Context: an optimization exercise on an open-source flow, tuned for small area and few clock cycles. The choices shown serve that exercise and are no tape-out recipe. In this exercise RTL edits were held to simulation tests only and were not proved equivalent to the original. No activity file was given, so power comes from the tool's default toggle rates.

--- flow/run.sh ---
#!/bin/bash
# synth_recipe.tcl (not shown) runs the flow's synth.tcl, then flattens the netlist and writes it again
# the make line also repeats each setting of config.mk as NAME=value (left out here)
make -C /OpenROAD-flow-scripts/flow DESIGN_CONFIG=/design/flow/config.mk WORK_HOME=/design/flow/orfs CLKGATE_MAP_FILE= SYNTH_SCRIPT=/design/flow/synth_recipe.tcl finish
--- flow/config.mk ---
export PLATFORM = sky130hd
export DESIGN_NAME = stepper_shift_frame_composer
export DESIGN_NICKNAME = stepper_shift_frame_composer
export VERILOG_FILES = /design/flow/design.v
export SDC_FILE = /design/flow/constraint.sdc
export NUM_CORES = 4
export LEC_CHECK = 0
export CAP_MARGIN = 20
export CORE_MARGIN = 2
export CORE_UTILIZATION = 60
export CTS_BUF_LIST = sky130_fd_sc_hd__clkbuf_4 sky130_fd_sc_hd__clkbuf_8
export SLEW_MARGIN = 20
--- flow/constraint.sdc ---
create_clock -name core_clock -period 5.0 [get_ports {clk}]
set_input_delay 1.0000 -clock core_clock [delete_from_list [all_inputs] [get_ports {clk}]]
set_output_delay 1.0000 -clock core_clock [all_outputs]
set_load 0.01 [all_outputs]
--- flow/design.v ---
package sfc_pkg;
	localparam int NUM_MOTORS_DEF = 64;
	localparam int MOTOR_W = 6;
	localparam int CMD_W = 3;
	localparam int WORD_W = 64;
	localparam int WIDX_W = 2;
	localparam int STORE_BITS = 192;
	localparam int FRAME_CNT_W = 3;
	localparam logic [WORD_W-1:0] MASK_RESET = 64'hFFFF_FFFF_FFFF_0000;
	localparam logic KIND_FULL = 1'b0;
	localparam logic KIND_NOCLK = 1'b1;
	typedef enum logic [CMD_W-1:0] {
		CMD_STORE = 3'd0,
		CMD_CLR_ONE = 3'd1,
		CMD_CLR_ALL = 3'd2,
		CMD_SEND = 3'd3,
		CMD_SEND_AUTO = 3'd4,
		CMD_SEND_CHG = 3'd5,
		CMD_SEND_CHG_AUTO = 3'd6
	} cmd_t;
	typedef enum logic {
		ST_IDLE,
		ST_EMIT
	} state_t;
	typedef struct packed {
		logic store;
		logic clr_one;
		logic clr_all;
		logic sent_full;
		logic sent_noclk;
		logic sel_noclk;
		logic [WIDX_W-1:0] word_idx;
	} dp_cmd_t;
	typedef struct packed {
		logic rise;
		logic changed;
	} dp_sts_t;
endpackage
module stepper_shift_frame_composer #(
	parameter int NUM_MOTORS = sfc_pkg::NUM_MOTORS_DEF
) (
	input  logic                          clk,
	input  logic                          arst_n,
	input  logic                          cmd_valid,
	output logic                          cmd_ready,
	input  logic [sfc_pkg::CMD_W-1:0]     cmd_command,
	input  logic [sfc_pkg::MOTOR_W-1:0]   cmd_motor_index,
	input  logic                          cmd_clk_bit,
	input  logic                          cmd_dir_bit,
	input  logic                          cmd_stby_bit,
	output logic                          frame_valid,
	input  logic                          frame_ready,
	output logic [sfc_pkg::WORD_W-1:0]    frame_word,
	output logic [sfc_pkg::WIDX_W-1:0]    frame_word_index,
	output logic                          frame_end_of_frame,
	output logic                          frame_last,
	input  logic                          cfg_valid,
	output logic                          cfg_ready,
	input  logic [sfc_pkg::WORD_W-1:0]    cfg_data
);
	localparam int M = 64;
	localparam logic [1:0] P_F    = 2'd0;
	localparam logic [1:0] P_FN   = 2'd1;
	localparam logic [1:0] P_NFFN = 2'd2;
	localparam logic [1:0] P_NFN  = 2'd3;
	logic [M-1:0] c_clk, c_dir, c_stb;
	logic [M-1:0] s_clk, s_dir, s_stb;
	logic         s_nc;
	logic [M-1:0] mask_q;
	logic         mask_set_q;
	logic [1:0]   init_q;
	logic         busy_q;
	logic [2:0]   wsel_q;    
	logic [2:0]   wselc_q;   
	logic [1:0]   frm_q;
	logic [1:0]   plan_q;
	logic changed, rise, go, auto_cmd, acc, start, last_frame, last_xfer, adv;
	logic is_store, is_clr1, is_clrall, init1, init2;
	logic [1:0] plan_d, frm_nx;
	logic nc_first, nc_nx;
	logic dir_eff;
	assign cfg_ready = 1'b1;
	assign init1 = (init_q == 2'd1);
	assign init2 = (init_q == 2'd2);
	assign changed = |(c_dir ^ s_dir) | |(c_stb ^ s_stb) | (s_nc ? |c_clk : |(c_clk ^ s_clk));
	assign rise = |(c_stb & ~s_stb);
	assign is_store  = (cmd_command == sfc_pkg::CMD_STORE);
	assign is_clr1   = (cmd_command == sfc_pkg::CMD_CLR_ONE);
	assign is_clrall = (cmd_command == sfc_pkg::CMD_CLR_ALL);
	assign auto_cmd  = (cmd_command == sfc_pkg::CMD_SEND_AUTO) || (cmd_command == sfc_pkg::CMD_SEND_CHG_AUTO);
	always_comb begin
		case (cmd_command)
			sfc_pkg::CMD_SEND, sfc_pkg::CMD_SEND_AUTO: go = 1'b1;
			sfc_pkg::CMD_SEND_CHG, sfc_pkg::CMD_SEND_CHG_AUTO: go = changed;
			default: go = 1'b0;
		endcase
		if (!auto_cmd) plan_d = P_F;
		else if (!rise) plan_d = P_FN;
		else if (cmd_command == sfc_pkg::CMD_SEND_AUTO) plan_d = P_NFFN;
		else plan_d = P_NFN;
		nc_first = auto_cmd && rise;
	end
	assign frm_nx = frm_q + 2'd1;
	always_comb begin
		case (plan_q)
			P_F:    begin last_frame = (frm_q == 2'd0); nc_nx = 1'b0; end
			P_FN:   begin last_frame = (frm_q == 2'd1); nc_nx = (frm_nx == 2'd1); end
			P_NFFN: begin last_frame = (frm_q == 2'd3); nc_nx = (frm_nx == 2'd3); end
			default: begin last_frame = (frm_q == 2'd2); nc_nx = (frm_nx == 2'd2); end
		endcase
	end
	assign adv = busy_q && frame_ready;
	assign last_xfer = adv && wsel_q[2] && last_frame;
	assign cmd_ready = (init_q == 2'd0) && (!busy_q || !go || last_xfer);
	assign acc = cmd_valid && cmd_ready;
	assign start = acc && go;
	assign frame_valid = busy_q;
	assign frame_word_index = {wsel_q[2], wsel_q[1]};
	assign frame_end_of_frame = wsel_q[2];
	assign frame_last = wsel_q[2] && last_frame;
	assign dir_eff = cmd_dir_bit ^ (mask_set_q ? mask_q[cmd_motor_index] : (cmd_motor_index[5:4] != 2'd0));
	always_ff @(posedge clk) begin
		if (cfg_valid) mask_q <= cfg_data;
	end
	logic [M-1:0] en_cs, en_d;
	logic clr_g, wr_cs, wr_d, st_c, st_d, st_s;
	assign clr_g = init2 || (acc && is_clrall);
	assign wr_cs = acc && (is_store || is_clr1);
	assign wr_d = acc && is_store;
	assign st_c = wr_d && cmd_clk_bit;
	assign st_d = wr_d && dir_eff;
	assign st_s = wr_d && cmd_stby_bit;
	always_comb begin
		for (int k = 0; k < M; k++) begin
			en_cs[k] = clr_g || (wr_cs && cmd_motor_index == 6'(k));
			en_d[k] = init2 || (wr_d && cmd_motor_index == 6'(k));
		end
	end
	always_ff @(posedge clk) begin
		for (int k = 0; k < M; k++) begin
			if (en_cs[k]) begin
				c_clk[k] <= st_c;
				c_stb[k] <= st_s;
			end
			if (en_d[k]) c_dir[k] <= st_d;
		end
	end
	always_ff @(posedge clk) begin
		if (start || init1) begin
			s_clk <= c_clk;
			s_dir <= c_dir;
			s_stb <= c_stb;
		end
	end
	always_ff @(posedge clk or negedge arst_n) begin
		if (!arst_n) begin
			init_q <= 2'd2;
			s_nc <= 1'b0;
			mask_set_q <= 1'b0;
			busy_q <= 1'b0;
			wsel_q <= 3'b001;
			wselc_q <= 3'b001;
			frm_q <= 2'd0;
			plan_q <= P_F;
		end else begin
			if (init_q != 2'd0) init_q <= init_q - 2'd1;
			if (init1) s_nc <= 1'b0;
			else if (start) s_nc <= auto_cmd;
			if (cfg_valid) mask_set_q <= 1'b1;
			if (start) begin
				busy_q <= 1'b1;
				wsel_q <= 3'b001;
				wselc_q <= {2'b00, !nc_first};
				frm_q <= 2'd0;
				plan_q <= plan_d;
			end else begin
				if (last_xfer) busy_q <= 1'b0;
				if (adv) begin
					wsel_q <= {wsel_q[1:0], wsel_q[2]};
					if (wsel_q[2]) begin
						frm_q <= frm_nx;
						wselc_q <= {2'b00, !nc_nx};
					end else begin
						wselc_q <= {wselc_q[1:0], 1'b0};
					end
				end
			end
		end
	end
	always_comb begin
		for (int j = 0; j < 64; j++) begin
			frame_word[63-j] = 1'b0;
			for (int w = 0; w < 3; w++) begin
				case ((64*w + j) % 3)
					0: frame_word[63-j] = frame_word[63-j] | (s_clk[(64*w + j) / 3] & wselc_q[w]);
					1: frame_word[63-j] = frame_word[63-j] | (s_dir[(64*w + j) / 3] & wsel_q[w]);
					default: frame_word[63-j] = frame_word[63-j] | (s_stb[(64*w + j) / 3] & wsel_q[w]);
				endcase
			end
		end
	end
endmodule
==> results.json, run 1 <==
{
  "post-route-drc-count": 0,
  "dp_slack_ps": 472,
  "dr.pass1.iters": 9,
  "gp_congestion": 0.996,
  "regArea_um2": 13800,
  "path_cells": "inv_1 > ha_1 > nand4_1 > nor4_2 > buf_4 > nand4_1 > a211oi_4 > nand3_1 > a31oi_1 > o21a_1 > clkdlybuf4s50_1",
  "cts.sinks": 463,
  "area_growth_pct": 18.2,
  "fin_crit_sh_pct": 97.1,
  "final_common_cell": "edfxtp_1",
  "final_antenna_net_count": 0,
  "worst-endpoint-arrival_ps": 3850,
  "post_drt_via_cell_ratio": 6.54,
  "fin_nets": 1688,
  "die_w_um": 187,
  "fin_area_um2": 23700,
  "track_usage_pct": 36.4,
  "grt_pass1_wl_um": 89400,
  "synth_nets": 1489,
  "power_switching_mw": 3.19,
  "syn_inst": 1338,
  "rr_worst_depth": 11,
  "worstMarginPinSlew_ps": 1120,
  "crit_top_cell": "nand4_1",
  "initialDrtViolationCount": 2440,
  "dr_total_vias": 13300,
  "fin_tns_setup_ps": 0,
  "hp-class": "flop to flop",
  "insertedDiodeCount": 0,
  "slew_headroom_pct": 25.0,
  "drv_slew": 0,
  "fmax_mhz": 206,
  "grt_start_max_net_pins": 72,
  "ys_seq_area_share_pct": 69.1,
  "setup-violations-final": 0,
  "crit_end": "cmd_ready",
  "die_h_um": 187,
  "cts_tree": "yes",
  "multi_input_area_um2": 5430,
  "max_cap_viol_count": 0,
  "clock_skew_ps": 25.6,
  "final_core_util_pct": 72.3,
  "power_density_nw_per_um2": 452,
  "async_reset_ff_share_pct": 3.24,
  "cp_slowest_cell": "clkdlybuf4s50_1",
  "clkTransAtPathRegs_ps": 60,
  "rsz0062_at_grt": "no",
  "final_cell_mix": "edfxtp_1 (448), inv_1 (155), clkdlybuf4s50_1 (148)",
  "p_total_mw": 10.7,
  "io_pins": 152,
  "p_leak_nw": 9.96,
  "root_buffer": "clkbuf_8",
  "rows": 66,
  "antenna_found_initial": 2,
  "grt_pass1_vias": 12700,
  "r2r-start": "s_stb[28]$_DFFE_PP_",
  "io_buffers": 150,
  "r2r_end": "s_clk[36]$_DFFE_PP_",
  "status": "complete, no violations",
  "synthFlopType": "edfxtp_1",
  "critical_path_class": "flop to output pin",
  "switching_share_pct": 29.8,
  "initial_core_util_pct": 61.2,
  "endpoint_kind": "output pin",
  "ys_ff_latch": 463,
  "crit_path_start": "s_stb[28]$_DFFE_PP_",
  "seqPwrFrac_pct": 48.7,
  "ys_warn_count": 1,
  "clockBufferDepth": 3,
  "layout-drive-gt1-share_pct": 12.4,
  "grt-ovfl-total": 0,
  "fillerInstances": 2213,
  "die_area_um2": 34800,
  "cpPeakStageDelay_ps": 530,
  "crit_fanout": 2,
  "coreArea_um2": 32700,
  "irDropWorstVdd_v": 0.000344,
  "synth_cell_types": 54,
  "clk_latency_ps": 630,
  "internal-power_mw": 7.50,
  "dpl_cell_area_um2": 22100,
  "synth_edf_count": 448,
  "hold_violations": 0,
  "cts_made_buffers": 75,
  "avgRoutedWirePerCell_um": 31.1,
  "htree_num_levels": 3,
  "p_comb_share_pct": 20.8,
  "r2r_setup_slack_ps": 1140,
  "period_needed_ps": 4850,
  "avgSynthCellArea_um2": 15.0,
  "p_clk_share_pct": 30.5,
  "worstSetupStartpointType": "flop",
  "cp.required_ps": 4000,
  "wl_um": 63200,
  "syn-cell-area_um2": 20000,
  "finalWorstSetupSlack_ps": 146,
  "hpwl_um": 46800
}
critical path: cells and delay by family (launching register included):
family / cells / cell delay (ps)
fa+ha+maj: 1 / 270
buf+inv: 3 / 790
flops: 1 / 490
simple gates: 4 / 1020
compound gates: 3 / 650
repair_timing:
item	CTS	global route
setup endpoints to repair	1	1
resized for setup	3	5
hold buffers	0	0
pin swaps	0	2
setup buffers	0	1
synth_stat cells (all sizes together) (7+ instances only):
cell | count | area share [%]
ha | 70 | 4.4
a222oi | 65 | 3.3
edfxtp | 448 | 67
xor2 | 102 | 4.5
dfrtp | 12 | 1.5
mux2i | 10 | 0.50
nor2 | 21 | 0.48
nand3 | 13 | 0.33
mux4 | 16 | 1.8
nor4 | 65 | 2.1
nand4 | 37 | 1.2
clkbuf | 50 | 0.94
nor2b | 11 | 0.34
o21ai | 67 | 1.7
buf | 12 | 0.30
xnor2 | 13 | 0.57
nor3 | 15 | 0.38
a21o | 60 | 2.3
nand2 | 26 | 0.49
o22ai | 7 | 0.22
nand2b | 7 | 0.22
inv | 155 | 2.9
registers in the layout (all words and copies together) (netlist names), 2 cells and up:
signal	cells
s_dir	64
c_dir	64
c_stb	64
wselc_q	3
s_stb	64
init_q	2
frm_q	2
c_clk	64
mask_q	64
s_clk	64
wsel_q	3
plan_q	2
stage by stage:
stage	instances	hold WS (ps)
2_1_floorplan	1338	426
3_3_place_gp	1900	430
3_5_place_dp	1901	435
4_1_cts	2032	438
5_1_grt	2033	450
6_report	2033	441
how the worst min path moves through the flow:
stage	start	endpoint	slack, ps	cells past startpoint
after floorplan	c_dir[12]$_DFFE_PP_	s_dir[12]$_DFFE_PP_	430	0
after global placement	c_dir[21]$_DFFE_PP_	s_dir[21]$_DFFE_PP_	430	0
after detailed placement	c_dir[41]$_DFFE_PP_	s_dir[41]$_DFFE_PP_	430	0
after CTS	c_dir[41]$_DFFE_PP_	s_dir[41]$_DFFE_PP_	440	0
after global routing	c_dir[41]$_DFFE_PP_	s_dir[41]$_DFFE_PP_	450	0
final	c_dir[41]$_DFFE_PP_	s_dir[41]$_DFFE_PP_	440	0
layer usage:
layer | global-route usage [%] | part of all wire (%) | vias up
met1 | 51.8 | 38 | 6502
met3 | 12.5 | 14 | 153
met4 | 18.2 | 5.5 | 2
li1 | - | - | 5579
met2 | 50.2 | 42 | 1063
met5 | 0 | 0.027 | -
power by group through the flow:
stage	combinational, mW	sequential [mW]	clock (mW)
global route	2.36	5.21	3.44
floorplan	1.22	4.87	0
global placement	2.17	5.24	0
detailed placement	2.19	5.24	0
finish	2.22	5.20	3.26
CTS	2.21	5.17	3.29
cell type report:
type                            instances  share of cell area (%)
Clock buffer                          108                    5.49
Timing Repair Buffer                  184                    7.60
Clock inverter                         23                   0.666
Tap cell                              442                    2.34
Inverter                              155                    2.46
Multi-Input combinational cell        658                    23.0
Sequential cell                       463                    58.5
kinds of logic after synthesis:
kind of cell / after synthesis / synth area share, %
buffers and inverters: 217 / 4.15
AO/OA/AOI/OAI: 232 / 8.83
other: 1 / 0.0187
flip-flops: 463 / 69.1
AND/OR/NAND/NOR: 213 / 6.10
XOR/XNOR: 115 / 5.03
adder cells (fa/ha/maj): 70 / 4.38
multiplexers: 27 / 2.38
Testbench counts, summed over its fixed seeds: cycles 9,728.
==> run 2: changes to the inputs <==
==> flow/flow/run.sh (new file) <==
#!/bin/bash
# Standard layout with smaller port buffers and a clock tree without dummy loads.
set -euo pipefail
export BUFFER_PORTS_ARGS="-buffer_cell sky130_fd_sc_hd__buf_1"
export CTS_ARGS="-sink_clustering_enable -repair_clock_nets -dont_use_dummy_load -buf_list {sky130_fd_sc_hd__clkbuf_4 sky130_fd_sc_hd__clkbuf_8}"
bash standard.sh > make_finish.log 2>&1
==> flow/standard.sh (new file) <==
#!/bin/bash
# synth_recipe.tcl (not shown) runs the flow's synth.tcl, then flattens the netlist and writes it again
# the make line also repeats each setting of config.mk as NAME=value (left out here)
make -C /OpenROAD-flow-scripts/flow DESIGN_CONFIG=/design/flow/config.mk WORK_HOME=/design/flow/orfs CLKGATE_MAP_FILE= SYNTH_SCRIPT=/design/flow/synth_recipe.tcl "${@:-finish}"
--- a/flow/config.mk
+++ b/flow/config.mk
@@ -8,5 +8,4 @@
 export CAP_MARGIN = 20
 export CORE_MARGIN = 2
 export CORE_UTILIZATION = 60
-export CTS_BUF_LIST = sky130_fd_sc_hd__clkbuf_4 sky130_fd_sc_hd__clkbuf_8
 export SLEW_MARGIN = 20
removed: flow/run.sh
==> results.json, run 2 <==
{
  "p_leak_nw": 9.25,
  "crit_fanout": 3,
  "final_common_cell": "edfxtp_1",
  "initial_core_util_pct": 61.2,
  "path_cells": "nor4_1 > nand4_1 > or4_1 > a211oi_2 > nand3_1 > a31oi_1 > o21a_1 > buf_1",
  "max_cap_viol_count": 0,
  "status": "complete, no violations",
  "synthTopCellsByCount": "edfxtp_1 (448), inv_1 (155), xor2_1 (102), ha_1 (70), o21ai_0 (67)",
  "cts_made_buffers": 76,
  "hpwl_um": 44500,
  "endpoint_kind": "output pin",
  "regArea_um2": 13800,
  "synth_xor_area_share_pct": 5.03,
  "insertedDiodeCount": 0,
  "htree_num_levels": 3,
  "fin_nets": 1673,
  "ys_warn_count": 1,
  "cts_tree": "yes",
  "grt_pass1_wl_um": 86300,
  "die_area_um2": 34800,
  "root_buffer": "clkbuf_8",
  "fin_tns_setup_ps": 0,
  "track_usage_pct": 34.9,
  "synth_largest_area_cell": "edfxtp_1",
  "final_cell_mix": "edfxtp_1 (448), inv_1 (155), buf_1 (146)",
  "ys_ff_latch": 463,
  "clkTransAtPathRegs_ps": 60,
  "io_pins": 152,
  "dr.pass1.iters": 8,
  "cp_slowest_cell": "nor4_1",
  "synthSimpleGateAreaFrac_pct": 6.10,
  "stdcell_count": 1962,
  "initialDrtViolationCount": 2161,
  "synth_top_family_by_area": "compound AO/OA/AOI/OAI gates",
  "dr_total_vias": 13000,
  "yosysMostFrequentCell": "edfxtp_1",
  "yosysTopAreaCellShare_pct": 67.2,
  "fmax_mhz": 208,
  "syn-cell-area_um2": 20000,
  "grt_start_max_net_pins": 92,
  "fin_crit_sh_pct": 96.1,
  "critical_path_class": "flop to output pin",
  "syn_inst": 1338,
  "wl_um": 60800,
  "avgRoutedWirePerCell_um": 31.0,
  "timing.hold.ws_ps": 384,
  "setup-violations-final": 0,
  "synthAdderAreaFrac_pct": 4.38,
  "die_w_um": 187,
  "antenna_found_initial": 0,
  "cp.required_ps": 4000,
  "drv_slew": 0,
  "postCtsSetupRepairBufs": 0,
  "rsz0062_at_grt": "no",
  "gp_congestion": 1.03,
  "final_antenna_net_count": 0,
  "rows": 66,
  "area_growth_pct": 10.5,
  "worstMarginPinSlew_ps": 1100,
  "layout-drive-gt1-share_pct": 8.82,
  "post_drt_via_cell_ratio": 6.62,
  "fillerInstances": 2385,
  "clock_skew_ps": 62.8,
  "die_h_um": 187,
  "post-place-cells": 1886,
  "cpPeakStageDelay_ps": 850,
  "clockBufferDepth": 3,
  "power_density_nw_per_um2": 436,
  "synth-compound-area-share_pct": 8.83,
  "coreArea_um2": 32700,
  "multi_input_area_um2": 5380,
  "hp-class": "input pin to async pin",
  "synth_nets": 1489,
  "post-route-drc-count": 0,
  "worst-endpoint-arrival_ps": 3800,
  "grt_pass1_vias": 12400,
  "irDropWorstVdd_v": 0.000367,
  "grt-ovfl-total": 0,
  "synthTopCellsByArea": "edfxtp_1 (67%), xor2_1 (4.5%), ha_1 (4.4%), a222oi_1 (3.3%), inv_1 (2.9%)",
  "period_needed_ps": 4800,
  "cts.sinks": 463,
  "synth_edf_count": 448,
  "avgSynthCellArea_um2": 15.0,
  "async_reset_ff_share_pct": 3.24,
  "synthFlopType": "edfxtp_1",
  "clk_latency_ps": 620,
  "cts_resized": 0,
  "ys_seq_area_share_pct": 69.1,
  "io_buffers": 150,
  "muxShareOfSynthArea_pct": 2.38,
  "ctsHoldBuffers": 0,
  "hold_violations": 0,
  "synth_cell_types": 54,
  "worstSetupStartpointType": "flop",
  "slew_headroom_pct": 26.5
}
[run 2: cell counts after synthesis]
No cell type changed its count.
[run 2: cell type report]
type                       instances  area share, %
tap                              442           2.50
inverter                         155           2.63
timing repair buffer             168           3.24
multi-input combinational        658           24.3
sequential                       463           62.6
clock buffer                      76           4.73
[run 2: kinds of logic (layout without fill, tap and decap cells)]
family                   after synthesis  after routing
adder cells (fa/ha/maj)               70             70
multiplexers                          27             27
AND/OR/NAND/NOR                      213            213
XOR/XNOR                             115            115
flip-flops                           463            463
AO/OA/AOI/OAI                        232            232
other                                  1              1
buffers and inverters                217            399
[run 2: per-layer routing]
metal	wire length (µm)	vias to the layer above	global-route usage (%)
li1	-	5480	-
met1	24200	6346	52.1
met2	25600	1030	48.4
met3	7880	127	8.29
met4	3140	0	17.3
met5	0	-	0
[run 2: worst max-delay path, delay by kind of cell (launching register included)]
kind,cells,cell delay [ps]
simple gates,4,1820
compound gates,3,800
flops,1,420
buf+inv,1,150
[run 2: per-stage QoR]
stage	cell area [µm²]	util [%]	setup slack, ps	power [mW]
finish	22100	67.6	196	9.65
global route	22100	67.6	50.3	9.96
CTS	22100	67.6	244	9.62
detailed placement	21100	64.4	827	6.98
global placement	21100	64.4	843	6.97
floorplan	20000	-	390	6.09
[run 2: worst paths after layout]
check	startpoint	end	slack (ps)	depth (start not counted)
min in group core_clock	c_dir[51]$_DFFE_PP_	s_dir[51]$_DFFE_PP_	440	0
worst min-delay path	arst_n	s_nc$_DFFE_PN0P_	380	1
worst min register to register	c_dir[51]$_DFFE_PP_	s_dir[51]$_DFFE_PP_	440	0
max in group asynchronous	arst_n	wsel_q[2]$_DFFE_PN0P_	4230	1
worst max-delay path	c_clk[27]$_DFFE_PP_	cmd_ready	200	8
worst max register to register	c_clk[27]$_DFFE_PP_	s_clk[4]$_DFFE_PP_	680	7
[run 2: where the power goes]
group / switching [mW] / leakage, nW / total [mW] / internal, mW
clock network: 1.34 / 0.546 / 2.68 / 1.34
logic: 1.18 / 3.89 / 1.80 / 0.627
registers: 0.503 / 4.82 / 5.16 / 4.66
total: 3.03 / 9.25 / 9.65 / 6.62
==> run 3: changes to the inputs <==
--- a/flow/design.v
+++ b/flow/design.v
@@ -74,7 +74,7 @@
 	logic [2:0]   wselc_q;   
 	logic [1:0]   frm_q;
 	logic [1:0]   plan_q;
-	logic changed, rise, go, auto_cmd, acc, start, last_frame, last_xfer, adv;
+	logic changed, rise, go, auto_cmd, acc, start, start_idle, last_frame, last_xfer, adv;
 	logic is_store, is_clr1, is_clrall, init1, init2;
 	logic [1:0] plan_d, frm_nx;
 	logic nc_first, nc_nx;
@@ -114,7 +114,8 @@
 	assign cmd_ready = (init_q == 2'd0) && (!busy_q || !go || last_xfer);
 	assign acc = cmd_valid && cmd_ready;
 	assign start = acc && go;
-	assign frame_valid = busy_q;
+	assign start_idle = start && !busy_q;
+	assign frame_valid = busy_q || start_idle;
 	assign frame_word_index = {wsel_q[2], wsel_q[1]};
 	assign frame_end_of_frame = wsel_q[2];
 	assign frame_last = wsel_q[2] && last_frame;
@@ -158,8 +159,8 @@
 			s_nc <= 1'b0;
 			mask_set_q <= 1'b0;
 			busy_q <= 1'b0;
-			wsel_q <= 3'b001;
-			wselc_q <= 3'b001;
+			wsel_q <= 3'b000;
+			wselc_q <= 3'b000;
 			frm_q <= 2'd0;
 			plan_q <= P_F;
 		end else begin
@@ -169,13 +170,21 @@
 			if (cfg_valid) mask_set_q <= 1'b1;
 			if (start) begin
 				busy_q <= 1'b1;
-				wsel_q <= 3'b001;
-				wselc_q <= {2'b00, !nc_first};
 				frm_q <= 2'd0;
 				plan_q <= plan_d;
+				if (start_idle && frame_ready) begin
+					wsel_q <= 3'b010;
+					wselc_q <= {1'b0, !nc_first, 1'b0};
+				end else begin
+					wsel_q <= 3'b001;
+					wselc_q <= {2'b00, !nc_first};
+				end
 			end else begin
-				if (last_xfer) busy_q <= 1'b0;
-				if (adv) begin
+				if (last_xfer) begin
+					busy_q <= 1'b0;
+					wsel_q <= 3'b000;
+					wselc_q <= 3'b000;
+				end else if (adv) begin
 					wsel_q <= {wsel_q[1:0], wsel_q[2]};
 					if (wsel_q[2]) begin
 						frm_q <= frm_nx;
@@ -187,9 +196,16 @@
 			end
 		end
 	end
+	logic idle_sel, idle_selc;
+	assign idle_sel = !busy_q;
+	assign idle_selc = !busy_q && !nc_first;
 	always_comb begin
 		for (int j = 0; j < 64; j++) begin
-			frame_word[63-j] = 1'b0;
+			case (j % 3)
+				0: frame_word[63-j] = c_clk[j / 3] & idle_selc;
+				1: frame_word[63-j] = c_dir[j / 3] & idle_sel;
+				default: frame_word[63-j] = c_stb[j / 3] & idle_sel;
+			endcase
 			for (int w = 0; w < 3; w++) begin
 				case ((64*w + j) % 3)
 					0: frame_word[63-j] = frame_word[63-j] | (s_clk[(64*w + j) / 3] & wselc_q[w]);
==> flow/flow/run.sh (replaced) <==
#!/bin/bash
# Standard layout with smaller port buffers and a clock tree with larger
# sink clusters and no dummy loads.
set -euo pipefail
export BUFFER_PORTS_ARGS="-buffer_cell sky130_fd_sc_hd__buf_1"
export CTS_ARGS="-sink_clustering_enable -repair_clock_nets -dont_use_dummy_load -sink_clustering_size 16 -sink_clustering_max_diameter 50 -buf_list {sky130_fd_sc_hd__clkbuf_8}"
bash standard.sh > make_finish.log 2>&1
--- a/flow/config.mk
+++ b/flow/config.mk
@@ -8,4 +8,5 @@
 export CAP_MARGIN = 20
 export CORE_MARGIN = 2
 export CORE_UTILIZATION = 60
+export SETUP_SLACK_MARGIN = 0.1
 export SLEW_MARGIN = 20
==> results.json, run 3 <==
{
  "fin_crit_sh_pct": 96.3,
  "cts.sinks": 463,
  "synth_xor_area_share_pct": 5.45,
  "grt-ovfl-total": 0,
  "max_cap_viol_count": 0,
  "cp_num_buf_inv": 4,
  "avgSynthCellArea_um2": 15.0,
  "wl_um": 63000,
  "synth_cell_types": 55,
  "r2r_end": "s_clk[5]$_DFFE_PP_",
  "grt_pass1_wl_um": 89600,
  "r2r_setup_slack_ps": 650,
  "synthTopCellsByCount": "edfxtp_1 (448), xnor2_1 (91), inv_1 (83), nand2_1 (72), o21ai_0 (72)",
  "root_buffer": "clkbuf_8",
  "multi_input_area_um2": 5880,
  "avgRoutedWirePerCell_um": 32.2,
  "p_leak_nw": 8.48,
  "irDropWorstVdd_v": 0.000358,
  "timing.hold.ws_ps": 356,
  "die_h_um": 188,
  "critical_path_class": "flop to output pin",
  "path_delay_family": "simple AND/OR/NAND/NOR gates",
  "hpwl_um": 46100,
  "hold_violations": 0,
  "endpoint_kind": "output pin",
  "io_pins": 152,
  "antenna_found_initial": 2,
  "ys_warn_count": 1,
  "clkTransAtPathRegs_ps": 80,
  "final_cell_mix": "edfxtp_1 (448), buf_1 (148), xnor2_1 (91)",
  "ys_ff_latch": 463,
  "clock_skew_ps": 67.4,
  "r2r-start": "s_stb[60]$_DFFE_PP_",
  "fin_tns_setup_ps": 0,
  "cp_slowest_cell": "nor4_1",
  "fmax_mhz": 208,
  "dr.pass1.iters": 10,
  "yosysTopAreaCellShare_pct": 66.4,
  "die_w_um": 188,
  "regArea_um2": 13800,
  "synth_edf_count": 448,
  "async_reset_ff_share_pct": 3.24,
  "post-route-drc-count": 0,
  "clockBufferDepth": 3,
  "cp.required_ps": 4000,
  "post_drt_via_cell_ratio": 6.68,
  "dr_total_vias": 13100,
  "synth_largest_area_cell": "edfxtp_1",
  "crit_fanout": 22,
  "status": "complete, no violations",
  "worstMarginPinSlew_ps": 1150,
  "die_area_um2": 35200,
  "muxShareOfSynthArea_pct": 2.53,
  "period_needed_ps": 4810,
  "synth_nets": 1500,
  "cpPeakStageDelay_ps": 490,
  "synthFlopType": "edfxtp_1",
  "area_growth_pct": 8.50,
  "post-place-cells": 1908,
  "final_antenna_net_count": 0,
  "crit_path_start": "s_stb[48]$_DFFE_PP_",
  "path_cells": "inv_1 > ha_1 > nor4_2 > nand4_1 > nor4_1 > buf_4 > nor3_1 > nor2_1 > buf_4 > nand2_1 > nand2_1 > buf_1",
  "syn_inst": 1349,
  "synthTopCellsByArea": "edfxtp_1 (66%), ha_1 (4.3%), xnor2_1 (3.9%), mux4_2 (2.2%), a221o_1 (2.1%)",
  "grt_start_max_net_pins": 115,
  "layout-drive-gt1-share_pct": 7.51,
  "coreArea_um2": 33400,
  "synthSimpleGateAreaFrac_pct": 6.54,
  "synth-compound-area-share_pct": 9.94,
  "final_common_cell": "edfxtp_1",
  "gp_congestion": 1.01,
  "fillerInstances": 2568,
  "syn-cell-area_um2": 20200,
  "htree_num_levels": 2,
  "yosysMostFrequentCell": "edfxtp_1",
  "stdcell_count": 1955,
  "grt_pass1_vias": 12500,
  "track_usage_pct": 36.3,
  "io_buffers": 150,
  "initial_core_util_pct": 60.7,
  "hp-class": "input pin to async pin",
  "rows": 67,
  "initialDrtViolationCount": 2213,
  "synth_top_family_by_area": "compound AO/OA/AOI/OAI gates",
  "fin_nets": 1657,
  "synthAdderAreaFrac_pct": 4.33,
  "power_density_nw_per_um2": 403,
  "worst-endpoint-arrival_ps": 3810,
  "setup-violations-final": 0,
  "drv_slew": 0,
  "worstSetupStartpointType": "flop",
  "cts_made_buffers": 43,
  "ys_seq_area_share_pct": 68.3,
  "rr_worst_depth": 11,
  "slew_headroom_pct": 23.4,
  "cts_tree": "yes",
  "rsz0062_at_grt": "yes",
  "clk_latency_ps": 640
}
==> run 3: cell count changes in the layout (fill, tap and decap cells not counted), sizes merged, moves of 42 or more <==
| cell | change |
|---|---|
| a221o | +43 |
| a222oi | -42 |
| inv | -72 |
| nand2 | +46 |
| xnor2 | +78 |
| xor2 | -67 |
==> run 3: logic make-up after synthesis <==
family | Yosys count
xor+xnor | 126
simple gates | 249
flops | 463
fa+ha+maj | 70
compound gates | 264
buf+inv | 150
mux | 26
other cells | 1
==> run 3: layer usage <==
metal | routed length (µm) | GRT usage (%)
met1 | 24800 | 52.1
met2 | 27400 | 53.0
met3 | 7670 | 9.04
met4 | 3140 | 16.2
met5 | 0 | 0
==> run 3: repair_timing <==
item / in CTS / in global routing
gates resized for setup: 1 / 2
endpoints found under the setup margin: 22 / 19
pin swaps: 0 / 1
buffers inserted: 0 / 1
hold endpoints to repair: 0 / 0
hold buffers: 0 / 0
==> run 3: layout make-up <==
| cell class | instances | share of cell area (%) |
|---|---|---|
| antenna | 3 | 0.0342 |
| clock buffer | 43 | 2.69 |
| inverter | 84 | 1.44 |
| multi-input combinational | 736 | 26.8 |
| sequential | 463 | 63.0 |
| tap | 448 | 2.55 |
| timing repair buffer | 178 | 3.58 |
==> run 3: worst max path at each step <==
stage,to,slack (ps),cells past startpoint
after floorplan,s_clk[0]$_DFFE_PP_,590,8
after global placement,c_dir[9]$_DFFE_PP_,530,8
after detailed placement,c_dir[16]$_DFFE_PP_,470,8
after CTS,frame_word[18],220,12
after global routing,frame_word[6],80,12
final,frame_word[6],190,12
==> run 3: stage by stage <==
stage                     power (mW)  setup WS [ps]  cell area (µm²)  utilization (%)
after CTS                       8.84            219            21900             65.8
final                           8.84            187            22000             65.8
after detailed placement        6.91            471            21300             64.0
after global routing            9.13           78.6            22000             65.8
after global placement          6.90            527            21300             64.0
after floorplan                 5.99            585            20300                -
==> run 3: power breakdown <==
part           total [mW]  switching [mW]  internal [mW]
Sequential           4.87           0.363           4.50
Combinational        1.99            1.26          0.738
Clock                1.98            1.22          0.769
Testbench counts of run 3, summed over its fixed seeds: cycles 9,472.
==> run 4: changes to the inputs <==
==> flow/flow/run.sh (replaced) <==
#!/bin/bash
# Standard layout with smaller port buffers and a clock tree with larger
# sink clusters and no dummy loads.
set -euo pipefail
export BUFFER_PORTS_ARGS="-buffer_cell sky130_fd_sc_hd__buf_1"
export CTS_ARGS="-sink_clustering_enable -repair_clock_nets -dont_use_dummy_load -sink_clustering_size 25 -sink_clustering_max_diameter 70 -buf_list {sky130_fd_sc_hd__clkbuf_8 sky130_fd_sc_hd__clkbuf_16}"
bash standard.sh > make_finish.log 2>&1
==> results.json, run 4 <==
{
  "crit_fanout": 22,
  "antenna_found_initial": 3,
  "ys_warn_count": 1,
  "worst-endpoint-arrival_ps": 3820,
  "post_drt_via_cell_ratio": 6.69,
  "wl_um": 62800,
  "dr_total_vias": 13000,
  "grt_start_max_net_pins": 115,
  "synth_edf_count": 448,
  "grt_pass1_vias": 12400,
  "post-place-cells": 1908,
  "rows": 67,
  "coreArea_um2": 33400,
  "initial_core_util_pct": 60.7,
  "clkTransAtPathRegs_ps": 80,
  "dr_wl_met3_um": 7590,
  "p_leak_nw": 8.55,
  "syn-cell-area_um2": 20200,
  "dr.pass1.iters": 10,
  "setup-violations-final": 0,
  "hpwl_um": 46100,
  "clockBufferDepth": 3,
  "drv_slew": 0,
  "rsz0062_at_grt": "no",
  "synth_largest_area_cell": "edfxtp_1",
  "fin_tns_setup_ps": 0,
  "yosysMostFrequentCell": "edfxtp_1",
  "root_buffer": "clkbuf_16",
  "max_cap_viol_count": 0,
  "dp_slack_ps": 471,
  "syn_inst": 1349,
  "worstSetupStartpointType": "flop",
  "fmax_mhz": 207,
  "fin_crit_sh_pct": 96.4,
  "cp_slowest_cell": "nor4_1",
  "status": "complete, no violations",
  "clock_skew_ps": 53.4,
  "final_cell_mix": "edfxtp_1 (448), buf_1 (148), xnor2_1 (91)",
  "async_reset_ff_share_pct": 3.24,
  "die_w_um": 188,
  "cpPeakStageDelay_ps": 490,
  "cts_tree": "yes",
  "hold_violations": 0,
  "ys_ff_latch": 463,
  "finalWorstSetupSlack_ps": 179,
  "final_antenna_net_count": 0,
  "p_total_mw": 9.19,
  "die_h_um": 188,
  "hp-class": "input pin to async pin",
  "grt-ovfl-total": 0,
  "layout-drive-gt1-share_pct": 6.64,
  "drt-met1-wl_um": 24800,
  "grt_pass1_wl_um": 89200,
  "worstMarginPinSlew_ps": 1170,
  "power_density_nw_per_um2": 415,
  "cp.required_ps": 4000,
  "yosysTopAreaCellShare_pct": 66.4,
  "io_buffers": 150,
  "slew_headroom_pct": 21.9,
  "synthTopCellsByCount": "edfxtp_1 (448), xnor2_1 (91), inv_1 (83), nand2_1 (72), o21ai_0 (72)",
  "stdcell_count": 1945,
  "path_cells": "inv_1 > ha_1 > nor4_1 > nand4_1 > nor4_1 > buf_4 > nor3_1 > nor2_1 > buf_4 > nand2_1 > nand2_1 > buf_1",
  "area_growth_pct": 9.38,
  "synth_nets": 1500,
  "avgSynthCellArea_um2": 15.0,
  "track_usage_pct": 35.8,
  "critical_path_class": "flop to output pin",
  "r2r_setup_slack_ps": 850,
  "irDropWorstVdd_v": 0.000365,
  "initialDrtViolationCount": 2168,
  "synthTopCellsByArea": "edfxtp_1 (66%), ha_1 (4.3%), xnor2_1 (3.9%), mux4_2 (2.2%), a221o_1 (2.1%)",
  "synth_cell_types": 55,
  "top_layer": "met4",
  "die_area_um2": 35200,
  "gp_congestion": 1.01,
  "path_delay_family": "simple AND/OR/NAND/NOR gates",
  "clk_latency_ps": 610,
  "cts_made_buffers": 31,
  "synthFlopType": "edfxtp_1",
  "ys_seq_area_share_pct": 68.3,
  "fillerInstances": 2540,
  "avgRoutedWirePerCell_um": 32.3,
  "cts.sinks": 463,
  "htree_num_levels": 1,
  "io_pins": 152,
  "post-route-drc-count": 0,
  "period_needed_ps": 4820,
  "timing.hold.ws_ps": 375,
  "final_common_cell": "edfxtp_1",
  "cp_num_buf_inv": 4,
  "endpoint_kind": "output pin",
  "fin_nets": 1644,
  "met2_length_um": 27800
}
[run 4: cell counts after synthesis]
No cell type changed its count.
[run 4: path summary, 6_finish.rpt]
check / start / cells after the start / endpoint
worst max register to register: s_stb[44]$_DFFE_PP_ / 10 / s_clk[48]$_DFFE_PP_
max in group asynchronous: arst_n / 1 / wsel_q[2]$_DFFE_PN0P_
worst min-delay path: arst_n / 1 / frm_q[1]$_DFFE_PN0P_
worst min register to register: c_stb[44]$_DFFE_PP_ / 0 / s_stb[44]$_DFFE_PP_
min in group core_clock: c_stb[44]$_DFFE_PP_ / 0 / s_stb[44]$_DFFE_PP_
worst max-delay path: s_stb[44]$_DFFE_PP_ / 12 / frame_word[6]
[run 4: cell type report]
class | instances | area [µm²] | area share [%]
antenna | 6 | 15.0 | 0.0678
clock buffer | 31 | 776 | 3.50
inverter | 84 | 315 | 1.42
multi-input combinational | 736 | 5870 | 26.5
sequential | 463 | 13800 | 62.5
tap | 448 | 561 | 2.53
timing repair buffer | 177 | 778 | 3.51
[run 4: where the power goes]
group / internal, mW / leakage, nW / total, mW / switching (mW)
Combinational: 0.736 / 3.36 / 2.00 / 1.26
Clock: 1.09 / 0.382 / 2.33 / 1.24
Sequential: 4.50 / 4.80 / 4.87 / 0.366
[run 4: cells by family (layout without fill, tap and decap cells)]
family,count (synthesis),after routing,synth area share (%)
AOI/OAI and AO/OA,264,264,9.94
xor gates and xnor gates,126,126,5.45
adders and majority gates,70,70,4.33
muxes,26,26,2.53
buffers and inverters,150,292,2.89
other,1,7,0.0185
DFF,463,463,68.3
and+or+nand+nor,249,249,6.54
[run 4: repair_timing]
item | 4_1_cts | 5_1_grt
buffers inserted | 0 | 0
pin swaps | 0 | 0
hold buffers | 0 | 0
setup endpoints to repair | 12 | 22
resized for setup | 1 | 1
[run 4: metrics by stage]
step	util (%)	area (µm²)
6_report	66.4	22100
5_1_grt	66.3	22100
4_1_cts	66.3	22100
3_5_place_dp	64.0	21300
3_3_place_gp	64.0	21300
2_1_floorplan	-	20300
[run 4: worst register-to-register path: cells and delay by family (launching register included)]
| family | cells | cell delay [ps] |
|---|---|---|
| simple gates | 5 | 1750 |
| fa+ha+maj | 1 | 300 |
| flops | 1 | 450 |
| buf+inv | 2 | 480 |
| compound gates | 2 | 680 |
[run 4: per-layer routing]
layer,vias to the layer above,track usage [%]
met5,-,0
met4,0,12.7
met3,115,7.99
met2,944,53.4
met1,6411,52.5
li1,5533,-
==> run 5: changes to the inputs <==
--- a/flow/design.v
+++ b/flow/design.v
@@ -71,13 +71,12 @@
 	logic [1:0]   init_q;
 	logic         busy_q;
 	logic [2:0]   wsel_q;    
-	logic [2:0]   wselc_q;   
 	logic [1:0]   frm_q;
 	logic [1:0]   plan_q;
 	logic changed, rise, go, auto_cmd, acc, start, start_idle, last_frame, last_xfer, adv;
 	logic is_store, is_clr1, is_clrall, init1, init2;
 	logic [1:0] plan_d, frm_nx;
-	logic nc_first, nc_nx;
+	logic nc_first, nc_sel;
 	logic dir_eff;
 	assign cfg_ready = 1'b1;
 	assign init1 = (init_q == 2'd1);
@@ -103,10 +102,10 @@
 	assign frm_nx = frm_q + 2'd1;
 	always_comb begin
 		case (plan_q)
-			P_F:    begin last_frame = (frm_q == 2'd0); nc_nx = 1'b0; end
-			P_FN:   begin last_frame = (frm_q == 2'd1); nc_nx = (frm_nx == 2'd1); end
-			P_NFFN: begin last_frame = (frm_q == 2'd3); nc_nx = (frm_nx == 2'd3); end
-			default: begin last_frame = (frm_q == 2'd2); nc_nx = (frm_nx == 2'd2); end
+			P_F:    begin last_frame = (frm_q == 2'd0); nc_sel = 1'b0; end
+			P_FN:   begin last_frame = (frm_q == 2'd1); nc_sel = (frm_q == 2'd1); end
+			P_NFFN: begin last_frame = (frm_q == 2'd3); nc_sel = (frm_q == 2'd0) || (frm_q == 2'd3); end
+			default: begin last_frame = (frm_q == 2'd2); nc_sel = (frm_q == 2'd0) || (frm_q == 2'd2); end
 		endcase
 	end
 	assign adv = busy_q && frame_ready;
@@ -160,7 +159,6 @@
 			mask_set_q <= 1'b0;
 			busy_q <= 1'b0;
 			wsel_q <= 3'b000;
-			wselc_q <= 3'b000;
 			frm_q <= 2'd0;
 			plan_q <= P_F;
 		end else begin
@@ -172,26 +170,15 @@
 				busy_q <= 1'b1;
 				frm_q <= 2'd0;
 				plan_q <= plan_d;
-				if (start_idle && frame_ready) begin
-					wsel_q <= 3'b010;
-					wselc_q <= {1'b0, !nc_first, 1'b0};
-				end else begin
-					wsel_q <= 3'b001;
-					wselc_q <= {2'b00, !nc_first};
-				end
+				if (start_idle && frame_ready) wsel_q <= 3'b010;
+				else wsel_q <= 3'b001;
 			end else begin
 				if (last_xfer) begin
 					busy_q <= 1'b0;
 					wsel_q <= 3'b000;
-					wselc_q <= 3'b000;
 				end else if (adv) begin
 					wsel_q <= {wsel_q[1:0], wsel_q[2]};
-					if (wsel_q[2]) begin
-						frm_q <= frm_nx;
-						wselc_q <= {2'b00, !nc_nx};
-					end else begin
-						wselc_q <= {wselc_q[1:0], 1'b0};
-					end
+					if (wsel_q[2]) frm_q <= frm_nx;
 				end
 			end
 		end
@@ -208,7 +195,7 @@
 			endcase
 			for (int w = 0; w < 3; w++) begin
 				case ((64*w + j) % 3)
-					0: frame_word[63-j] = frame_word[63-j] | (s_clk[(64*w + j) / 3] & wselc_q[w]);
+					0: frame_word[63-j] = frame_word[63-j] | (s_clk[(64*w + j) / 3] & wsel_q[w] & !nc_sel);
 					1: frame_word[63-j] = frame_word[63-j] | (s_dir[(64*w + j) / 3] & wsel_q[w]);
 					default: frame_word[63-j] = frame_word[63-j] | (s_stb[(64*w + j) / 3] & wsel_q[w]);
 				endcase
==> flow/flow/run.sh (replaced) <==
#!/bin/bash
# Standard layout with smaller port buffers and a clock tree with larger
# sink clusters and no dummy loads.
set -euo pipefail
export BUFFER_PORTS_ARGS="-buffer_cell sky130_fd_sc_hd__buf_1"
export CTS_ARGS="-sink_clustering_enable -repair_clock_nets -dont_use_dummy_load -sink_clustering_size 16 -sink_clustering_max_diameter 50 -buf_list {sky130_fd_sc_hd__clkbuf_8}"
bash standard.sh > make_finish.log 2>&1
--- a/flow/config.mk
+++ b/flow/config.mk
@@ -7,6 +7,6 @@
 export LEC_CHECK = 0
 export CAP_MARGIN = 20
 export CORE_MARGIN = 2
-export CORE_UTILIZATION = 60
+export CORE_UTILIZATION = 70
 export SETUP_SLACK_MARGIN = 0.1
 export SLEW_MARGIN = 20
==> results.json, run 5 <==
{
  "status": "complete, no violations",
  "cp.required_ps": 4000,
  "cts_made_buffers": 40,
  "multi_input_area_um2": 5780,
  "rsz0062_at_grt": "no",
  "final_core_util_pct": 76.4,
  "hp-class": "flop to flop",
  "ys_seq_area_share_pct": 68.4,
  "die_area_um2": 30100,
  "final_cell_mix": "edfxtp_1 (448), nand2_1 (153), buf_1 (147)",
  "cts_tree": "yes",
  "async_reset_ff_share_pct": 2.61,
  "regArea_um2": 13800,
  "ctsHoldBuffers": 0,
  "drv_slew": 0,
  "io_pins": 152,
  "layout-drive-gt1-share_pct": 7.18,
  "post_drt_via_cell_ratio": 7.02,
  "cts_resized": 0,
  "worstMarginPinSlew_ps": 1040,
  "power_density_nw_per_um2": 402,
  "dr.pass1.iters": 15,
  "fmax_mhz": 212,
  "r2r-start": "c_stb[21]$_DFFE_PP_",
  "ys_ff_latch": 460,
  "die_h_um": 173,
  "antenna_found_initial": 0,
  "track_usage_pct": 40.9,
  "grt-ovfl-total": 0,
  "clkTransAtPathRegs_ps": 100,
  "io_buffers": 150,
  "synth_edf_count": 448,
  "synthTopCellsByCount": "edfxtp_1 (448), nand2_1 (153), xor2_1 (108), inv_1 (83), ha_1 (71)",
  "timing.hold.ws_ps": 444,
  "synth_largest_area_cell": "edfxtp_1",
  "synth_nets": 1542,
  "wl_um": 61200,
  "post-route-drc-count": 0,
  "crit_path_start": "c_stb[21]$_DFFE_PP_",
  "synthFlopType": "edfxtp_1",
  "htree_num_levels": 2,
  "syn_inst": 1390,
  "hp-start": "c_stb[43]$_DFFE_PP_",
  "clock_skew_ps": 57.1,
  "fillerInstances": 1833,
  "fin_nets": 1700,
  "area_growth_pct": 8.14,
  "worst-endpoint-arrival_ps": 3720,
  "syn-cell-area_um2": 20100,
  "fin_tns_setup_ps": 0,
  "root_buffer": "clkbuf_8",
  "endpoint_kind": "output pin",
  "final_antenna_net_count": 0,
  "synth_cell_types": 47,
  "crit_fanout": 2,
  "max_cap_viol_count": 0,
  "yosysTopAreaCellShare_pct": 66.9,
  "setup-violations-final": 0,
  "clockBufferDepth": 3,
  "fin_crit_sh_pct": 94.4,
  "synthTopCellsByArea": "edfxtp_1 (67%), xor2_1 (4.7%), ha_1 (4.4%), a222oi_1 (3.2%), nand2_1 (2.9%)",
  "hold_violations": 0,
  "avgRoutedWirePerCell_um": 31.7,
  "clk_latency_ps": 600,
  "grt_pass1_vias": 13100,
  "ys_warn_count": 1,
  "initialDrtViolationCount": 2811,
  "critical_path_class": "flop to output pin",
  "yosysMostFrequentCell": "edfxtp_1",
  "irDropWorstVdd_v": 0.000250,
  "avgSynthCellArea_um2": 14.5,
  "rows": 62,
  "postCtsSetupRepairBufs": 0,
  "cts.sinks": 460,
  "final_common_cell": "edfxtp_1",
  "coreArea_um2": 28500,
  "grt_start_max_net_pins": 73,
  "p_leak_nw": 8.88,
  "initial_core_util_pct": 70.6,
  "worstSetupStartpointType": "flop",
  "slew_headroom_pct": 30.9,
  "period_needed_ps": 4720,
  "grt_pass1_wl_um": 86900,
  "dr_total_vias": 13600,
  "die_w_um": 173,
  "hpwl_um": 45000,
  "gp_congestion": 1.04
}
-- run 5: cell types whose count changed after synthesis, moves of 4 or more --
| cell | previous run | this run |
|---|---|---|
| nand4_1 | 48 | 34 |
| nand2_1 | 72 | 153 |
| nor4_1 | 50 | 68 |
| o21bai_1 | 12 | 0 |
| xnor2_1 | 91 | 5 |
| nand2b_1 | 2 | 6 |
| a2111oi_0 | 0 | 5 |
| a222oi_1 | 23 | 64 |
| nor2b_1 | 7 | 25 |
| a221o_1 | 43 | 0 |
| or4_1 | 5 | 0 |
| xor2_1 | 35 | 108 |
| a21o_1 | 52 | 65 |
| a22o_1 | 41 | 0 |
-- run 5: cell type report --
cell class,count,area share (%)
Sequential cell,460,63.3
Antenna cell,1,0.0115
Inverter,84,1.45
Multi-Input combinational cell,779,26.6
Timing Repair Buffer,183,3.92
Tap cell,384,2.21
Clock buffer,40,2.53
-- run 5: logic make-up (layout without fill, tap and decap cells) --
logic type | after synthesis | count (layout) | share of synthesized area [%]
DFF | 460 | 460 | 68.4
AOI/OAI and AO/OA | 226 | 226 | 8.34
buffers and inverters | 151 | 307 | 2.95
other | 1 | 2 | 0.0187
muxes | 25 | 25 | 2.56
and+or+nand+nor | 343 | 343 | 8.36
adders and majority gates | 71 | 71 | 4.42
xor gates and xnor gates | 113 | 113 | 4.92
-- run 5: path summary, 6_finish.rpt --
path	to	slack [ps]	cells past startpoint
setup / recovery	cmd_ready	280	10
hold / removal	s_stb[43]$_DFFE_PP_	440	0
setup reg to reg	s_stb[8]$_DFFE_PP_	930	10
hold reg to reg	s_stb[43]$_DFFE_PP_	440	0
max in group asynchronous	wsel_q[1]$_DFFE_PN0P_	4040	1
min in group asynchronous	mask_set_q$_DFFE_PN0P_	450	1
-- run 5: where the power goes --
part,leakage [nW],switching [mW],internal [mW]
Sequential,4.75,0.281,4.51
Combinational,3.84,1.44,0.627
Clock,0.288,1.17,0.718
Total,8.88,2.89,5.85
-- run 5: critical path, stage by stage (launching register included) --
cell      delay [ps]
edfxtp_1         410
ha_1             370
nand4_1           90
nor2_1           230
or4b_1           520
nor4_1           720
nand3_1          170
o211ai_1         220
o21a_1           150
o21a_1           100
buf_1            160
-- run 5: metal layers --
metal | up-vias | routed length [µm] | GRT usage (%)
met3 | 216 | 9560 | 12.1
met4 | 0 | 4210 | 22.7
met1 | 6545 | 20800 | 55.8
li1 | 5603 | - | -
met5 | - | 0 | 0.801
met2 | 1193 | 26700 | 60.1
-- run 5: metrics by stage --
stage | power [mW] | instances | setup WS (ps) | instance area [µm²]
after CTS | 8.65 | 1930 | 391 | 21700
after global routing | 8.96 | 1930 | 266 | 21700
after global placement | 6.83 | 1890 | 765 | 21200
final | 8.75 | 1931 | 278 | 21700
after detailed placement | 6.86 | 1890 | 722 | 21200
after floorplan | 5.94 | 1390 | 361 | 20100
Testbench counts of run 5, summed over its fixed seeds: cycles 9,472.
==> run 6: changes to the inputs <==
--- a/flow/config.mk
+++ b/flow/config.mk
@@ -7,6 +7,6 @@
 export LEC_CHECK = 0
 export CAP_MARGIN = 20
 export CORE_MARGIN = 2
-export CORE_UTILIZATION = 70
+export CORE_UTILIZATION = 60
 export SETUP_SLACK_MARGIN = 0.1
 export SLEW_MARGIN = 20
==> results.json, run 6 <==
{
  "synth_top_family_by_area": "simple AND/OR/NAND/NOR gates",
  "rows": 67,
  "root_buffer": "clkbuf_8",
  "period_needed_ps": 4930,
  "antenna_found_initial": 2,
  "clkTransAtPathRegs_ps": 90,
  "ys_warn_count": 1,
  "cp_slowest_cell": "nor4_1",
  "status": "complete, no violations",
  "post-route-drc-count": 0,
  "initial_core_util_pct": 60.4,
  "syn_inst": 1390,
  "crit_fanout": 3,
  "synthFlopType": "edfxtp_1",
  "synth-compound-area-share_pct": 8.34,
  "synthSimpleGateAreaFrac_pct": 8.36,
  "cpPeakStageDelay_ps": 930,
  "synthTopCellsByCount": "edfxtp_1 (448), nand2_1 (153), xor2_1 (108), inv_1 (83), ha_1 (71)",
  "worstSetupStartpointType": "flop",
  "hpwl_um": 46900,
  "io_buffers": 150,
  "die_h_um": 187,
  "fin_nets": 1705,
  "grt-ovfl-total": 0,
  "clockBufferDepth": 3,
  "synth_cell_types": 47,
  "postCtsSetupRepairBufs": 0,
  "dpl_cell_area_um2": 21300,
  "critical_path_class": "flop to output pin",
  "p_leak_nw": 8.91,
  "fin_tns_setup_ps": 0,
  "syn-cell-area_um2": 20100,
  "post-place-cells": 1956,
  "synth_edf_count": 448,
  "coreArea_um2": 33300,
  "setup-violations-final": 0,
  "async_reset_ff_share_pct": 2.61,
  "area_growth_pct": 8.81,
  "fin_crit_sh_pct": 98.7,
  "grt_pass1_vias": 13000,
  "io_pins": 152,
  "endpoint_kind": "output pin",
  "die_w_um": 187,
  "avgRoutedWirePerCell_um": 31.8,
  "finalWorstSetupSlack_ps": 66.6,
  "layout-drive-gt1-share_pct": 7.48,
  "synth_xor_area_share_pct": 4.92,
  "grt_pass1_wl_um": 90100,
  "avgSynthCellArea_um2": 14.5,
  "ys_ff_latch": 460,
  "synthTopCellsByArea": "edfxtp_1 (67%), xor2_1 (4.7%), ha_1 (4.4%), a222oi_1 (3.2%), nand2_1 (2.9%)",
  "crit_top_cell": "nand4_1",
  "power_density_nw_per_um2": 405,
  "cts_tree": "yes",
  "drv_slew": 0,
  "final_antenna_net_count": 0,
  "irDropWorstVdd_v": 0.000553,
  "final_cell_mix": "edfxtp_1 (448), nand2_1 (153), buf_1 (147)",
  "cts.sinks": 460,
  "rsz0062_at_grt": "no",
  "dp_slack_ps": 275,
  "ys_seq_area_share_pct": 68.4,
  "wl_um": 63600,
  "worstMarginPinSlew_ps": 1130,
  "final_common_cell": "edfxtp_1",
  "path_cells": "ha_1 > nand4_1 > nor2_1 > or4b_1 > nor4_1 > nand4_1 > o21ai_2 > nand2_1 > buf_1",
  "htree_num_levels": 2,
  "grt_start_max_net_pins": 66,
  "worst-endpoint-arrival_ps": 3930,
  "fin_area_um2": 21900,
  "dr_total_vias": 13300,
  "max_cap_viol_count": 0,
  "muxShareOfSynthArea_pct": 2.56,
  "hp-class": "flop to flop",
  "track_usage_pct": 36.7,
  "stdcell_count": 2000,
  "die_area_um2": 35000,
  "gp_congestion": 0.969,
  "synthAdderAreaFrac_pct": 4.42,
  "hold_violations": 0,
  "dr.pass1.iters": 10,
  "fmax_mhz": 203,
  "cp_num_buf_inv": 1,
  "ctsHoldBuffers": 0,
  "cp.required_ps": 4000,
  "synth_largest_area_cell": "edfxtp_1",
  "timing.hold.ws_ps": 444,
  "cts_made_buffers": 43,
  "clock_skew_ps": 64.0,
  "cts_resized": 0,
  "initialDrtViolationCount": 2383,
  "yosysTopAreaCellShare_pct": 66.9,
  "post_drt_via_cell_ratio": 6.67,
  "path_delay_family": "simple AND/OR/NAND/NOR gates",
  "slew_headroom_pct": 24.1,
  "synth_nets": 1542,
  "yosysMostFrequentCell": "edfxtp_1",
  "clk_latency_ps": 610
}
==> run 6: cell counts after synthesis <==
Identical to the previous run, type by type.
==> run 6: path summary, 6_finish.rpt <==
check / start / to / slack [ps] / cells after the start
setup / recovery: c_stb[10]$_DFFE_PP_ / frame_valid / 70 / 9
hold / removal: c_stb[48]$_DFFE_PP_ / s_stb[48]$_DFFE_PP_ / 440 / 0
setup reg to reg: c_stb[10]$_DFFE_PP_ / s_dir[6]$_DFFE_PP_ / 640 / 10
hold reg to reg: c_stb[48]$_DFFE_PP_ / s_stb[48]$_DFFE_PP_ / 440 / 0
max in group asynchronous: arst_n / wsel_q[1]$_DFFE_PN0P_ / 3900 / 1
min in group asynchronous: arst_n / s_nc$_DFFE_PN0P_ / 460 / 1
==> run 6: area by class of cell <==
type                       count  area (µm²)
sequential                   460       13800
fill                        2498       11400
multi-input combinational    779        5780
timing repair buffer         185         867
clock buffer                  43         592
tap                          448         561
inverter                      84         315
antenna                        1        2.50
==> run 6: power breakdown <==
group          switching, mW  total [mW]  internal, mW
clock                   1.22        1.99         0.768
sequential             0.251        4.76          4.51
combinational           1.48        2.11         0.634
total                   2.95        8.86          5.91
==> run 6: through the flow <==
step                total power, mW  util (%)
finish                         8.86      65.7
floorplan                      5.94         -
global placement               6.89      63.9
detailed placement             6.90      63.9
global route                   9.14      65.7
CTS                            8.82      65.7
==> run 6: per-layer routing <==
metal  vias to the layer above  share of wire (%)  track usage [%]
li1                       5618                  -                -
met1                      6584                 37             50.4
met2                       966                 44             54.0
met3                       169                 13             10.1
met4                         2                5.9             19.2
met5                         -              0.020                0
==> run 6: logic make-up after synthesis <==
kind of cell,after synthesis
flops,460
simple gates,343
compound gates,226
buf+inv,151
xor+xnor,113
fa+ha+maj,71
mux,25
other cells,1
==> run 6: worst register-to-register path: stages, from the launching register on <==
cell      delay [ps]
edfxtp_1         420
ha_1             320
nand4_1          100
nor2_1           270
or4b_1           480
nor4_1           930
nand4_1          230
o21ai_2          320
buf_4            270
nand2b_4         300
buf_12           340
==> run 7: changes to the inputs <==
==> flow/flow/run.sh (replaced) <==
#!/bin/bash
# Standard layout with smaller port buffers and a clock tree of small
# buffers without dummy loads.
set -euo pipefail
export BUFFER_PORTS_ARGS="-buffer_cell sky130_fd_sc_hd__buf_1"
export CTS_ARGS="-sink_clustering_enable -repair_clock_nets -dont_use_dummy_load -sink_clustering_size 10 -sink_clustering_max_diameter 40 -buf_list {sky130_fd_sc_hd__clkbuf_4}"
bash standard.sh > make_finish.log 2>&1
==> results.json, run 7 <==
{
  "status": "complete, no violations",
  "max_cap_viol_count": 0,
  "initial_core_util_pct": 60.4,
  "grt-ovfl-total": 0,
  "grt_start_max_net_pins": 66,
  "worstMarginPinSlew_ps": 1050,
  "root_buffer": "clkbuf_4",
  "fin_crit_sh_pct": 95.8,
  "fillerInstances": 2530,
  "clkTransAtPathRegs_ps": 110,
  "wl_um": 63900,
  "setup-violations-final": 0,
  "synthTopCellsByCount": "edfxtp_1 (448), nand2_1 (153), xor2_1 (108), inv_1 (83), ha_1 (71)",
  "synthTopCellsByArea": "edfxtp_1 (67%), xor2_1 (4.7%), ha_1 (4.4%), a222oi_1 (3.2%), nand2_1 (2.9%)",
  "postCtsSetupRepairBufs": 0,
  "ys_seq_area_share_pct": 68.4,
  "clk_latency_ps": 850,
  "fin_nets": 1720,
  "worstSetupStartpointType": "flop",
  "worst-endpoint-arrival_ps": 3790,
  "syn_inst": 1390,
  "drv_slew": 0,
  "synthFlopType": "edfxtp_1",
  "layout-drive-gt1-share_pct": 8.43,
  "final_cell_mix": "edfxtp_1 (448), nand2_1 (153), buf_1 (147)",
  "rsz0062_at_grt": "no",
  "ctsHoldBuffers": 0,
  "die_h_um": 187,
  "critical_path_class": "flop to output pin",
  "io_pins": 152,
  "endpoint_kind": "output pin",
  "final_core_util_pct": 65.3,
  "antenna_found_initial": 4,
  "period_needed_ps": 4790,
  "grt_pass1_vias": 13000,
  "cpPeakStageDelay_ps": 560,
  "synth_largest_area_cell": "edfxtp_1",
  "gp_congestion": 0.969,
  "post-route-drc-count": 0,
  "dpl_cell_area_um2": 21300,
  "crit_fanout": 2,
  "slew_headroom_pct": 29.7,
  "hp-class": "input pin to async pin",
  "htree_num_levels": 2,
  "async_reset_ff_share_pct": 2.61,
  "die_area_um2": 35000,
  "crit_top_cell": "nand4_1",
  "synth_nets": 1542,
  "grt_pass1_wl_um": 90600,
  "yosysMostFrequentCell": "edfxtp_1",
  "path_cells": "ha_1 > nand4_1 > nor2_1 > or4b_1 > nor4_2 > nand4_1 > o21ai_2 > nand2_1 > buf_1",
  "cp_num_buf_inv": 1,
  "cp_slowest_cell": "nor4_2",
  "clockBufferDepth": 3,
  "power_density_nw_per_um2": 397,
  "p_leak_nw": 8.87,
  "area_growth_pct": 8.07,
  "fin_area_um2": 21700,
  "fin_tns_setup_ps": 0,
  "rows": 67,
  "initialDrtViolationCount": 2420,
  "hpwl_um": 46900,
  "path_delay_family": "simple AND/OR/NAND/NOR gates",
  "final_antenna_net_count": 0,
  "synth_edf_count": 448,
  "hold_violations": 0,
  "clock_skew_ps": 67.9,
  "final_common_cell": "edfxtp_1",
  "cp.required_ps": 4000,
  "ys_warn_count": 1,
  "cts_resized": 1,
  "irDropWorstVdd_v": 0.000560,
  "track_usage_pct": 36.9,
  "io_buffers": 150,
  "cts_made_buffers": 58,
  "coreArea_um2": 33300,
  "die_w_um": 187,
  "cts_tree": "yes",
  "synth_cell_types": 47,
  "dr_total_vias": 13400,
  "syn-cell-area_um2": 20100,
  "post_drt_via_cell_ratio": 6.66,
  "avgRoutedWirePerCell_um": 31.7,
  "dp_slack_ps": 275,
  "avgSynthCellArea_um2": 14.5,
  "cts.sinks": 460,
  "yosysTopAreaCellShare_pct": 66.9,
  "fmax_mhz": 209,
  "finalWorstSetupSlack_ps": 212,
  "dr.pass1.iters": 9,
  "ys_ff_latch": 460
}
==> run 7: per-layer routing <==
layer	share of wire, %	track usage, %	up-vias
met2	44	54.0	940
met3	13	10.3	193
met5	0.042	0	-
met1	37	50.4	6619
li1	-	-	5672
met4	6.4	20.9	4
==> run 7: worst register-to-register path, delay by kind of cell, from the launching register on <==
kind            cells  cell delay, ps
compound gates      1             300
fa+ha+maj           1             350
buf+inv             2             610
flops               1             410
simple gates        6            1920
==> run 7: path summary, 6_finish.rpt <==
path | start | endpoint | cells past startpoint | slack (ps)
hold reg to reg | c_stb[27]$_DFFE_PP_ | s_stb[27]$_DFFE_PP_ | 0 | 450
setup reg to reg | c_stb[21]$_DFFE_PP_ | s_stb[26]$_DFFE_PP_ | 10 | 1010
hold / removal | arst_n | init_q[0]$_DFFE_PN0P_ | 1 | 230
max in group asynchronous | arst_n | wsel_q[1]$_DFFE_PN0P_ | 1 | 4120
setup / recovery | c_stb[21]$_DFFE_PP_ | frame_valid | 9 | 210
min in group core_clock | cfg_data[1] | mask_q[1]$_DFFE_PP_ | 1 | 320
==> run 7: kinds of logic after synthesis <==
| group | share of synthesized area, % |
|---|---|
| other cells | 0.0187 |
| fa+ha+maj | 4.42 |
| xor+xnor | 4.92 |
| flops | 68.4 |
| mux | 2.56 |
| compound gates | 8.34 |
| buf+inv | 2.95 |
| simple gates | 8.36 |
==> run 7: through the flow <==
step | total power [mW] | hold WS, ps | instances
2_1_floorplan | 5.94 | 426 | 1390
3_3_place_gp | 6.89 | 433 | 1956
3_5_place_dp | 6.90 | 443 | 1956
4_1_cts | 8.58 | 193 | 2014
5_1_grt | 8.90 | 276 | 2015
6_report | 8.62 | 231 | 2015
==> run 7: power by group <==
group	leakage (nW)	internal (mW)	switching, mW
combinational	3.85	0.635	1.48
clock	0.267	0.529	1.22
sequential	4.75	4.51	0.252
==> run 7: layout make-up <==
| type | count | area, µm² | area share, % |
|---|---|---|---|
| antenna | 1 | 2.50 | 0.0115 |
| tap | 448 | 561 | 2.58 |
| clock buffer | 58 | 435 | 2.00 |
| multi-input combinational | 779 | 5790 | 26.6 |
| sequential | 460 | 13800 | 63.3 |
| inverter | 84 | 315 | 1.45 |
| timing repair buffer | 185 | 867 | 3.99 |

==> port drivers added, routing unchanged <==
The flow's constraints put no driver on any port. The routed layouts listed below were extracted and timed again, unchanged, in two steps.
Step 1: set_driving_cell puts a clkbuf_16 on clk and a buf_2 on each other input, an assumption about the parent block.
Step 2, shift: input delay + t, output delay - t, t = (earliest + latest rising clock arrival at the registers) / 2. This alone moves slack from input paths to output paths.
Three values: ideal ports, drivers, drivers and shift; two values: the first two.
run	shift t [ns]	setup WS [ns]	slew at the worst register clock pin (ns)	worst slew at a driven data input, ns
run 1	0.663	0.146 / 0.096 / 0.412	0.07 / 0.07	0.05
run 2	0.633	0.196 / 0.149 / 0.675	0.06 / 0.06	0.06
run 3	0.656	0.187 / 0.135 / 0.461	0.10 / 0.10	0.04
run 4	0.634	0.179 / 0.126 / 0.461	0.10 / 0.10	0.04
run 5	0.619	0.278 / 0.229 / 0.585	0.11 / 0.11	0.05
run 6	0.634	0.067 / 0.015 / 0.048	0.11 / 0.11	0.05
run 7	0.861	0.212 / 0.166 / 0.462	0.12 / 0.12	0.05
After both steps setup and hold are still met in every run listed. For run 6, which loses most, drivers alone change the setup slack by -0.052 ns; drivers and shift together by -0.019 ns.
